Context: an optimization exercise on an open-source flow, tuned for small area. The choices shown serve that exercise and are no tape-out recipe.
In this exercise RTL edits were held to simulation tests only and were not proved equivalent to the original.
The clock port is modelled as an ideal driver, which makes a skipped or thinned clock tree look cheaper than it is; a real chip needs a root buffer or a tree.
No activity file was given, so power comes from the tool's default toggle rates.

==> flow/design.v <==
`timescale 1ns/1ps
package seeg_pkg;
    localparam int RHD_CHANNELS = 8;
    localparam int RHS_CHANNELS = 4;
    localparam int ZCHECK_SAMPLES = 8;  
    localparam int CONFIG_WORDS = 10;
    localparam int RHD_CLOCK_DIV = 2;  
    localparam int RHS_CLOCK_DIV = 1;
    localparam int RHD_SEED = 0;
    localparam int RHS_SEED = 128;
    typedef logic [15:0] sample_t;
    typedef logic [3:0] chan_t;  
    typedef logic [1:0] zscale_t;  
    typedef sample_t [RHD_CHANNELS-1:0] rhd_frame_t;
    typedef sample_t [RHS_CHANNELS-1:0] rhs_frame_t;
    typedef struct packed {
        rhs_frame_t rhs;
        rhd_frame_t rhd;
    } record_frame_t;
    typedef sample_t [ZCHECK_SAMPLES-1:0] zcheck_block_t;
    typedef enum logic [1:0] {
        op_config,
        op_record,
        op_zcheck
    } engine_op_e;
endpackage
`timescale 1ns/1ps
`timescale 1ns/1ps
`timescale 1ns/1ps
`timescale 1ns/1ps
module seeg_top (
    input  logic                      clk,
    input  logic                      config_done_reset_flag,
    input  logic                      record_start,
    input  logic                      record_stop,
    input  logic                      zcheck_start,
    input  seeg_pkg::zscale_t         zcheck_scale,
    input  logic                      record_ready,
    input  logic                      zcheck_ready,
    output logic                      busy,
    output logic                      zcheck_done,
    output seeg_pkg::record_frame_t   record_frame,
    output logic                      record_valid,
    output seeg_pkg::zcheck_block_t   zcheck_block,
    output seeg_pkg::chan_t           zcheck_channel,
    output logic                      zcheck_valid
);
    typedef enum logic [2:0] {
        s_ready     = 3'b000,
        s_cfg_close = 3'b001,
        s_run       = 3'b010,
        s_push      = 3'b011,
        s_cfg_open  = 3'b101,
        s_run1      = 3'b110,
        s_push1     = 3'b111
    } state_t;
    state_t state;
    logic [4:0] tmr;        
    logic zcheck_mode;
    logic stop_pending;     
    logic [9:0] frame_n;    
    logic [9:0] frame_n2;   
    logic [1:0] scale_q;    
    logic mode_bit;         
    logic capture;
    logic [1:0] zscale;     
    logic first, in_run, in_push, in_cfg;
    logic rhs_next, last_ch;
    logic done_now, tmr_clear;
    logic rec_take, z_take, take;
    localparam logic [4:0] T0 = 5'b01001;
    assign busy = state != s_ready;
    assign stop_pending = mode_bit;
    assign scale_q[0] = mode_bit;
    assign capture = in_run && tmr[3] && tmr[0] && !tmr[4];
    assign first = state[2];
    assign in_run = state[1] && !state[0];
    assign in_push = state[1] && state[0];
    assign in_cfg = !state[1] && state[0];
    assign rhs_next = (zcheck_channel[3] && !(zcheck_channel[1] && zcheck_channel[0]))
                   || (zcheck_channel[2] && zcheck_channel[1] && zcheck_channel[0]);
    assign last_ch = zcheck_channel[3] && zcheck_channel[1] && !zcheck_channel[0];
    assign rec_take = in_push && !zcheck_mode && (!record_valid || record_ready);
    assign z_take = in_push && zcheck_mode && (!zcheck_valid || zcheck_ready);
    assign take = rec_take || z_take;
    always_comb begin
        if (in_cfg)
            done_now = first ? tmr[4] && tmr[2] && tmr[1]        
                             : tmr[3] && tmr[2] && tmr[0];       
        else if (in_run)
            done_now = (zcheck_mode && rhs_next) ? tmr[3] && tmr[1]   
                                                 : tmr[2] && !tmr[1] && tmr[0];  
        else
            done_now = 1'b0;
    end
    assign zcheck_done = state == s_ready && zcheck_mode && !tmr[0];
    assign tmr_clear = config_done_reset_flag || state == s_ready || take
                     || (done_now && state != s_cfg_close);
    always_ff @(posedge clk) begin
        if (config_done_reset_flag) begin
            state <= s_ready;
            record_valid <= 1'b0;
            zcheck_valid <= 1'b0;
        end else begin
            if (rec_take) record_valid <= 1'b1;
            else if (record_ready) record_valid <= 1'b0;
            if (z_take) zcheck_valid <= 1'b1;
            else if (zcheck_ready) zcheck_valid <= 1'b0;
            case (state)
                s_ready: if (record_start || zcheck_start) state <= s_cfg_open;
                s_cfg_open: if (done_now) state <= s_run1;
                s_cfg_close: if (done_now) state <= s_ready;
                s_run: if (done_now) state <= s_push;
                s_run1: if (done_now) state <= s_push1;
                s_push, s_push1: begin
                    if (take) state <= (zcheck_mode ? last_ch : stop_pending) ? s_cfg_close : s_run;
                end
                default: state <= s_ready;
            endcase
        end
    end
    always_ff @(posedge clk) begin
        tmr <= tmr_clear ? T0 : {tmr[3:0], !(tmr[4] ^ tmr[2])};
        if (state == s_ready) zcheck_mode <= !record_start;
        if (state == s_ready) mode_bit <= 1'b0;
        else if (!zcheck_mode) mode_bit <= mode_bit || record_stop;
        else if (capture) mode_bit <= zcheck_scale[0];
        if (capture) scale_q[1] <= zcheck_scale[1];
        if (rec_take) frame_n[0] <= !first && !frame_n[0];
        if (rec_take && (first || frame_n[0])) frame_n[9:1] <= first ? 9'd0 : frame_n2[9:1];
        if (config_done_reset_flag) zcheck_channel <= 4'd11;
        else if (z_take) begin
            zcheck_channel[0] <= !zcheck_channel[0];
            zcheck_channel[1] <= zcheck_channel[1] ^ zcheck_channel[0];
            zcheck_channel[2] <= (zcheck_channel[2] ^ (zcheck_channel[1] && zcheck_channel[0]))
                              && !zcheck_channel[3];
            zcheck_channel[3] <= rhs_next;
        end
        if (z_take) zscale <= scale_q;
    end
    logic [191:0] frame_w;
    logic [127:0] block_w;
    assign record_frame = frame_w;
    assign zcheck_block = block_w;
    logic [9:1] carry2;
    assign carry2[1] = 1'b1;
    for (genvar i = 2; i <= 9; i++) begin : g_carry
        assign carry2[i] = carry2[i-1] && frame_n[i-1];
    end
    assign frame_n2 = {frame_n[9:1] ^ carry2, frame_n[0]};
    for (genvar c = 0; c < seeg_pkg::RHD_CHANNELS; c++) begin : g_rhd
        assign frame_w[16*c +: 16] = {frame_n, 6'(c)};
    end
    for (genvar c = 0; c < seeg_pkg::RHS_CHANNELS; c++) begin : g_rhs
        assign frame_w[128 + 16*c +: 16] = {frame_n2, 6'(c)};
    end
    for (genvar k = 0; k < seeg_pkg::ZCHECK_SAMPLES; k++) begin : g_z
        assign block_w[16*k +: 16] =
            16'({zcheck_channel[3], 1'b0, zcheck_channel[2:0], 3'(k)}) << zscale;
    end
endmodule
==> flow/config.mk <==
export PLATFORM = sky130hd
export DESIGN_NAME = seeg_top
export DESIGN_NICKNAME = seeg_top
export VERILOG_FILES = /design/flow/design.v
export SDC_FILE = /design/flow/constraint.sdc
export NUM_CORES = 4
export LEC_CHECK = 0
export ABC_AREA = 1
export CAP_MARGIN = 5
export CORE_MARGIN = 2
export CORE_UTILIZATION = 40
export SLEW_MARGIN = 5
==> flow/constraint.sdc <==
create_clock -name core_clock -period 5.0 [get_ports {clk}]
set_input_delay 1.0000 -clock core_clock [delete_from_list [all_inputs] [get_ports {clk}]]
set_output_delay 1.0000 -clock core_clock [all_outputs]
set_load 0.01 [all_outputs]
standard.sh (not shown) runs the stock make flow with config.mk's settings and CLKGATE_MAP_FILE= SYNTH_SCRIPT=/design/flow/synth_recipe.tcl, a recipe that flattens the netlist after the stock synthesis.
==> flow/flow/run.sh <==
#!/bin/bash
# The standard synthesis and layout, with these changes to how they are
# done:
# - ABC maps the logic, adders included, with each of the area-recovery
#   scripts in flow/abc/ and the smallest mapping is kept (flow/best_abc.tcl),
#   in place of ORFS's one script; the registers are not touched;
# - port buffers use the smallest buffer;
# - constant outputs share the synthesis's tie cells instead of one tie cell
#   per port;
# - the clock tree is one level of buffers driven by the clock port
#   (flow/simple_cts.tcl).
# Each tool's full output is in synth.log and layout.log here, and ORFS's
# step logs under orfs/logs/.
set -euo pipefail
work=$PWD
export SKIP_REPAIR_TIE_FANOUT=1
export BUFFER_PORTS_ARGS="-buffer_cell sky130_fd_sc_hd__buf_1"
export PRE_CTS_TCL=$work/flow/simple_cts.tcl
export SIMPLE_CTS_PORT=clk SIMPLE_CTS_MAX_SLEW=0.118
export SIMPLE_CTS_OPTIONS="3:sky130_fd_sc_hd__clkbuf_4 1:sky130_fd_sc_hd__clkbuf_16 2:sky130_fd_sc_hd__clkbuf_8 4:sky130_fd_sc_hd__clkbuf_4 3:sky130_fd_sc_hd__clkbuf_8 4:sky130_fd_sc_hd__clkbuf_8"
export MY_ABC_DIR=$work/flow/abc
mkdir -p $work/abc_stats
export MY_ABC_TMP=$work/abc_stats
{ cat flow/best_abc.tcl; cat synth_recipe.tcl; } > own_synth.tcl
sed "s#SYNTH_SCRIPT=[^ ]*#SYNTH_SCRIPT=$work/own_synth.tcl#" standard.sh > own_standard.sh
bash own_standard.sh synth > synth.log 2>&1
bash own_standard.sh > layout.log 2>&1
==> flow/flow/abc/f01.abc <==
strash
fraig
dch -f
amap -m -F 8 -A 16 -C 2000
topo
dnsize -c
==> flow/flow/abc/f05.abc <==
strash
fraig
dch -f
amap -m -F 4 -A 8
strash
fraig
dch -f
amap -m -F 4 -A 8
topo
dnsize -c
==> flow/flow/abc/f06.abc <==
strash
fraig
scorr
dch -f
amap -m -F 4 -A 8
topo
dnsize -c
==> flow/flow/simple_cts.tcl <==
rename clock_tree_synthesis orfs_clock_tree_synthesis

proc simple_cts_build {clknet sinks nbuf master} {
  set block [ord::get_db_block]
  set n [llength $sinks]
  set xs {}; set ys {}
  foreach it $sinks {
    set box [[$it getInst] getBBox]
    lappend xs [expr {([$box xMin] + [$box xMax]) / 2}]
    lappend ys [expr {([$box yMin] + [$box yMax]) / 2}]
  }
  # k-means, seeded with sinks spread along the sorted x order
  set order [lsort -integer -indices $xs]
  set cx {}; set cy {}
  for {set k 0} {$k < $nbuf} {incr k} {
    set i [lindex $order [expr {int(($k + 0.5) * $n / $nbuf)}]]
    lappend cx [lindex $xs $i]; lappend cy [lindex $ys $i]
  }
  for {set iter 0} {$iter < 50} {incr iter} {
    set assign {}
    for {set i 0} {$i < $n} {incr i} {
      set best 0; set bd 1e30
      for {set k 0} {$k < $nbuf} {incr k} {
        set d [expr {abs([lindex $xs $i] - [lindex $cx $k]) + abs([lindex $ys $i] - [lindex $cy $k])}]
        if {$d < $bd} { set bd $d; set best $k }
      }
      lappend assign $best
    }
    for {set k 0} {$k < $nbuf} {incr k} {
      set sx 0; set sy 0; set c 0
      for {set i 0} {$i < $n} {incr i} {
        if {[lindex $assign $i] == $k} { incr c; incr sx [lindex $xs $i]; incr sy [lindex $ys $i] }
      }
      if {$c > 0} { lset cx $k [expr {$sx / $c}]; lset cy $k [expr {$sy / $c}] }
    }
  }
  set made {}
  for {set k 0} {$k < $nbuf} {incr k} {
    set inst [odb::dbInst_create $block $master "clkbuf_simple_$k"]
    set net [odb::dbNet_create $block "clknet_simple_$k"]
    $net setSigType CLOCK
    [$inst findITerm A] connect $clknet
    [$inst findITerm X] connect $net
    $inst setLocation [lindex $cx $k] [lindex $cy $k]
    $inst setPlacementStatus PLACED
    set c 0
    for {set i 0} {$i < $n} {incr i} {
      if {[lindex $assign $i] == $k} {
        set it [lindex $sinks $i]
        $it disconnect
        $it connect $net
        incr c
      }
    }
    puts "simple_cts: clkbuf_simple_$k drives $c sinks at ([lindex $cx $k], [lindex $cy $k])"
    lappend made $inst $net
  }
  return $made
}

proc simple_cts_undo {clknet sinks made} {
  foreach it $sinks { $it disconnect; $it connect $clknet }
  foreach {inst net} $made {
    odb::dbInst_destroy $inst
    odb::dbNet_destroy $net
  }
}

proc simple_cts_worst_slew {sinks} {
  estimate_parasitics -placement
  set worst 0
  foreach it $sinks {
    set pin [get_pins [[$it getInst] getName]/[[$it getMTerm] getName]]
    foreach p {slew_max_rise slew_max_fall} {
      set s [get_property $pin $p]
      if {$s > $worst} { set worst $s }
    }
  }
  return $worst
}

proc clock_tree_synthesis {args} {
  set block [ord::get_db_block]
  set clknet [[$block findBTerm $::env(SIMPLE_CTS_PORT)] getNet]
  set sinks {}
  foreach it [$clknet getITerms] {
    if {[$it isInputSignal]} { lappend sinks $it }
  }
  set_propagated_clock [all_clocks]
  foreach option $::env(SIMPLE_CTS_OPTIONS) {
    lassign [split $option :] nbuf cell
    set master [[ord::get_db] findMaster $cell]
    set made [simple_cts_build $clknet $sinks $nbuf $master]
    set worst [simple_cts_worst_slew $sinks]
    puts "simple_cts: $nbuf x $cell for [llength $sinks] sinks, worst estimated slew $worst"
    if {$worst <= $::env(SIMPLE_CTS_MAX_SLEW)} {
      $clknet setSigType CLOCK
      return
    }
    simple_cts_undo $clknet $sinks $made
  }
  puts "simple_cts: falling back to clock_tree_synthesis $args"
  orfs_clock_tree_synthesis {*}$args
}
Other scripts of this flow, unchanged in this note and not shown: flow/flow/abc/a01.abc, flow/flow/abc/a02.abc, flow/flow/abc/a05.abc, flow/flow/abc/a06.abc, flow/flow/abc/a07.abc, flow/flow/abc/a09.abc, flow/flow/abc/a10.abc, flow/flow/abc/a12.abc, flow/flow/best_abc.tcl
==> next run, changes <==
--- a/flow/flow/run.sh
+++ b/flow/flow/run.sh
@@ -17,5 +17,5 @@
 export BUFFER_PORTS_ARGS="-buffer_cell sky130_fd_sc_hd__buf_1"
 export PRE_CTS_TCL=$work/flow/simple_cts.tcl
-export SIMPLE_CTS_PORT=clk SIMPLE_CTS_MAX_SLEW=0.118
+export SIMPLE_CTS_PORT=clk SIMPLE_CTS_MAX_SLEW=0.115
 export SIMPLE_CTS_OPTIONS="3:sky130_fd_sc_hd__clkbuf_4 1:sky130_fd_sc_hd__clkbuf_16 2:sky130_fd_sc_hd__clkbuf_8 4:sky130_fd_sc_hd__clkbuf_4 3:sky130_fd_sc_hd__clkbuf_8 4:sky130_fd_sc_hd__clkbuf_8"
 export MY_ABC_DIR=$work/flow/abc
After rerunning: Hold slack gets worse by 13 ps. Sequential power barely changes. Maximum frequency rises by 1.1%. Die area is unchanged. Worst setup slack improved by 38 ps. Power went up by 1.1%.
==> next run, changes <==
--- a/flow/flow/run.sh
+++ b/flow/flow/run.sh
@@ -17,6 +17,5 @@
 export BUFFER_PORTS_ARGS="-buffer_cell sky130_fd_sc_hd__buf_1"
 export PRE_CTS_TCL=$work/flow/simple_cts.tcl
-export SIMPLE_CTS_PORT=clk SIMPLE_CTS_MAX_SLEW=0.115
-export SIMPLE_CTS_OPTIONS="3:sky130_fd_sc_hd__clkbuf_4 1:sky130_fd_sc_hd__clkbuf_16 2:sky130_fd_sc_hd__clkbuf_8 4:sky130_fd_sc_hd__clkbuf_4 3:sky130_fd_sc_hd__clkbuf_8 4:sky130_fd_sc_hd__clkbuf_8"
+export SIMPLE_CTS_PORT=clk SIMPLE_CTS_N=2 SIMPLE_CTS_BUF=sky130_fd_sc_hd__clkbuf_8 SIMPLE_CTS_MAX_SLEW=0.110
 export MY_ABC_DIR=$work/flow/abc
 mkdir -p $work/abc_stats
--- a/flow/flow/simple_cts.tcl
+++ b/flow/flow/simple_cts.tcl
@@ -82,4 +82,5 @@
 proc clock_tree_synthesis {args} {
   set block [ord::get_db_block]
+  set master [[ord::get_db] findMaster $::env(SIMPLE_CTS_BUF)]
   set clknet [[$block findBTerm $::env(SIMPLE_CTS_PORT)] getNet]
   set sinks {}
@@ -88,10 +89,8 @@
   }
   set_propagated_clock [all_clocks]
-  foreach option $::env(SIMPLE_CTS_OPTIONS) {
-    lassign [split $option :] nbuf cell
-    set master [[ord::get_db] findMaster $cell]
+  for {set nbuf $::env(SIMPLE_CTS_N)} {$nbuf <= 4} {incr nbuf} {
     set made [simple_cts_build $clknet $sinks $nbuf $master]
     set worst [simple_cts_worst_slew $sinks]
-    puts "simple_cts: $nbuf x $cell for [llength $sinks] sinks, worst estimated slew $worst"
+    puts "simple_cts: $nbuf x $::env(SIMPLE_CTS_BUF) for [llength $sinks] sinks, worst estimated slew $worst"
     if {$worst <= $::env(SIMPLE_CTS_MAX_SLEW)} {
       $clknet setSigType CLOCK
CAP_MARGIN = 20   (was 5)
SLEW_MARGIN = 20   (was 5)
removed: flow/flow/abc/f01.abc
removed: flow/flow/abc/f05.abc
removed: flow/flow/abc/f06.abc
The changed run finished clean. Via count drops by 1.2%. Clock skew drops by 11 ps. Die area barely changes. Worst hold slack is better by 20 ps. Cell count drops by 0.59%.
==> next run, changes <==
--- a/flow/flow/run.sh
+++ b/flow/flow/run.sh
@@ -17,5 +17,6 @@
 export BUFFER_PORTS_ARGS="-buffer_cell sky130_fd_sc_hd__buf_1"
 export PRE_CTS_TCL=$work/flow/simple_cts.tcl
-export SIMPLE_CTS_PORT=clk SIMPLE_CTS_N=2 SIMPLE_CTS_BUF=sky130_fd_sc_hd__clkbuf_8 SIMPLE_CTS_MAX_SLEW=0.110
+export SIMPLE_CTS_PORT=clk SIMPLE_CTS_MAX_SLEW=0.115
+export SIMPLE_CTS_OPTIONS="3:sky130_fd_sc_hd__clkbuf_4 1:sky130_fd_sc_hd__clkbuf_16 2:sky130_fd_sc_hd__clkbuf_8 4:sky130_fd_sc_hd__clkbuf_4 3:sky130_fd_sc_hd__clkbuf_8 4:sky130_fd_sc_hd__clkbuf_8"
 export MY_ABC_DIR=$work/flow/abc
 mkdir -p $work/abc_stats
==> flow/flow/abc/f01.abc (new file) <==
strash
fraig
dch -f
amap -m -F 8 -A 16 -C 2000
topo
dnsize -c
==> flow/flow/abc/f05.abc (new file) <==
strash
fraig
dch -f
amap -m -F 4 -A 8
strash
fraig
dch -f
amap -m -F 4 -A 8
topo
dnsize -c
==> flow/flow/abc/f06.abc (new file) <==
strash
fraig
scorr
dch -f
amap -m -F 4 -A 8
topo
dnsize -c
--- a/flow/flow/simple_cts.tcl
+++ b/flow/flow/simple_cts.tcl
@@ -82,5 +82,4 @@
 proc clock_tree_synthesis {args} {
   set block [ord::get_db_block]
-  set master [[ord::get_db] findMaster $::env(SIMPLE_CTS_BUF)]
   set clknet [[$block findBTerm $::env(SIMPLE_CTS_PORT)] getNet]
   set sinks {}
@@ -89,8 +88,10 @@
   }
   set_propagated_clock [all_clocks]
-  for {set nbuf $::env(SIMPLE_CTS_N)} {$nbuf <= 4} {incr nbuf} {
+  foreach option $::env(SIMPLE_CTS_OPTIONS) {
+    lassign [split $option :] nbuf cell
+    set master [[ord::get_db] findMaster $cell]
     set made [simple_cts_build $clknet $sinks $nbuf $master]
     set worst [simple_cts_worst_slew $sinks]
-    puts "simple_cts: $nbuf x $::env(SIMPLE_CTS_BUF) for [llength $sinks] sinks, worst estimated slew $worst"
+    puts "simple_cts: $nbuf x $cell for [llength $sinks] sinks, worst estimated slew $worst"
     if {$worst <= $::env(SIMPLE_CTS_MAX_SLEW)} {
       $clknet setSigType CLOCK
CAP_MARGIN = 5   (was 20)
CELL_PAD_IN_SITES_DETAIL_PLACEMENT = 0   (was unset)
CELL_PAD_IN_SITES_GLOBAL_PLACEMENT = 0   (was unset)
PLACE_DENSITY = 0.9   (was unset)
SLEW_MARGIN = 5   (was 20)
Area after synthesis hardly moves.
Clock power goes down by 2.1%.
Sequential power hardly moves.
Wire length barely changes.
No run of this note takes its clock network from TritonCTS; it comes from the design's own scripts or RTL.

==> re-timing with driven ports <==
In the flow no input, the clock included, has a driving cell. The finished layouts below were timed again as built, in two steps.
Step 1 sets driving cells, clkbuf_16 on the clock port and buf_2 on the other inputs (assumed; they add their load-dependent delay and slew).
Step 2 moves the port delays by t, midway between the first and last clock arrival at a register: inputs arrive t later, outputs are due t later. That takes back most of the time a late clock gives input paths.
a / b / c = ideal / step 1 / step 2; a / b = the first two.
| run | t (ns) | setup slack, ns | worst hold slack (ns) | worst register clock-pin slew, ns | pins driven straight from the clock port |
|---|---|---|---|---|---|
| the first run | 0.208 | 1.625 / 1.581 / 1.789 | 0.426 / 0.426 / 0.426 | 0.11 / 0.11 | 3 |
| the second run | 0.195 | 1.663 / 1.621 / 1.815 | 0.413 / 0.413 / 0.413 | 0.10 / 0.10 | 2 |
| the third run | 0.196 | 1.666 / 1.620 / 1.791 | 0.433 / 0.433 / 0.433 | 0.09 / 0.09 | 2 |
| the fourth run | 0.194 | 1.686 / 1.636 / 1.806 | 0.431 / 0.431 / 0.431 | 0.09 / 0.09 | 4 |
After both steps every run listed still meets setup and hold.
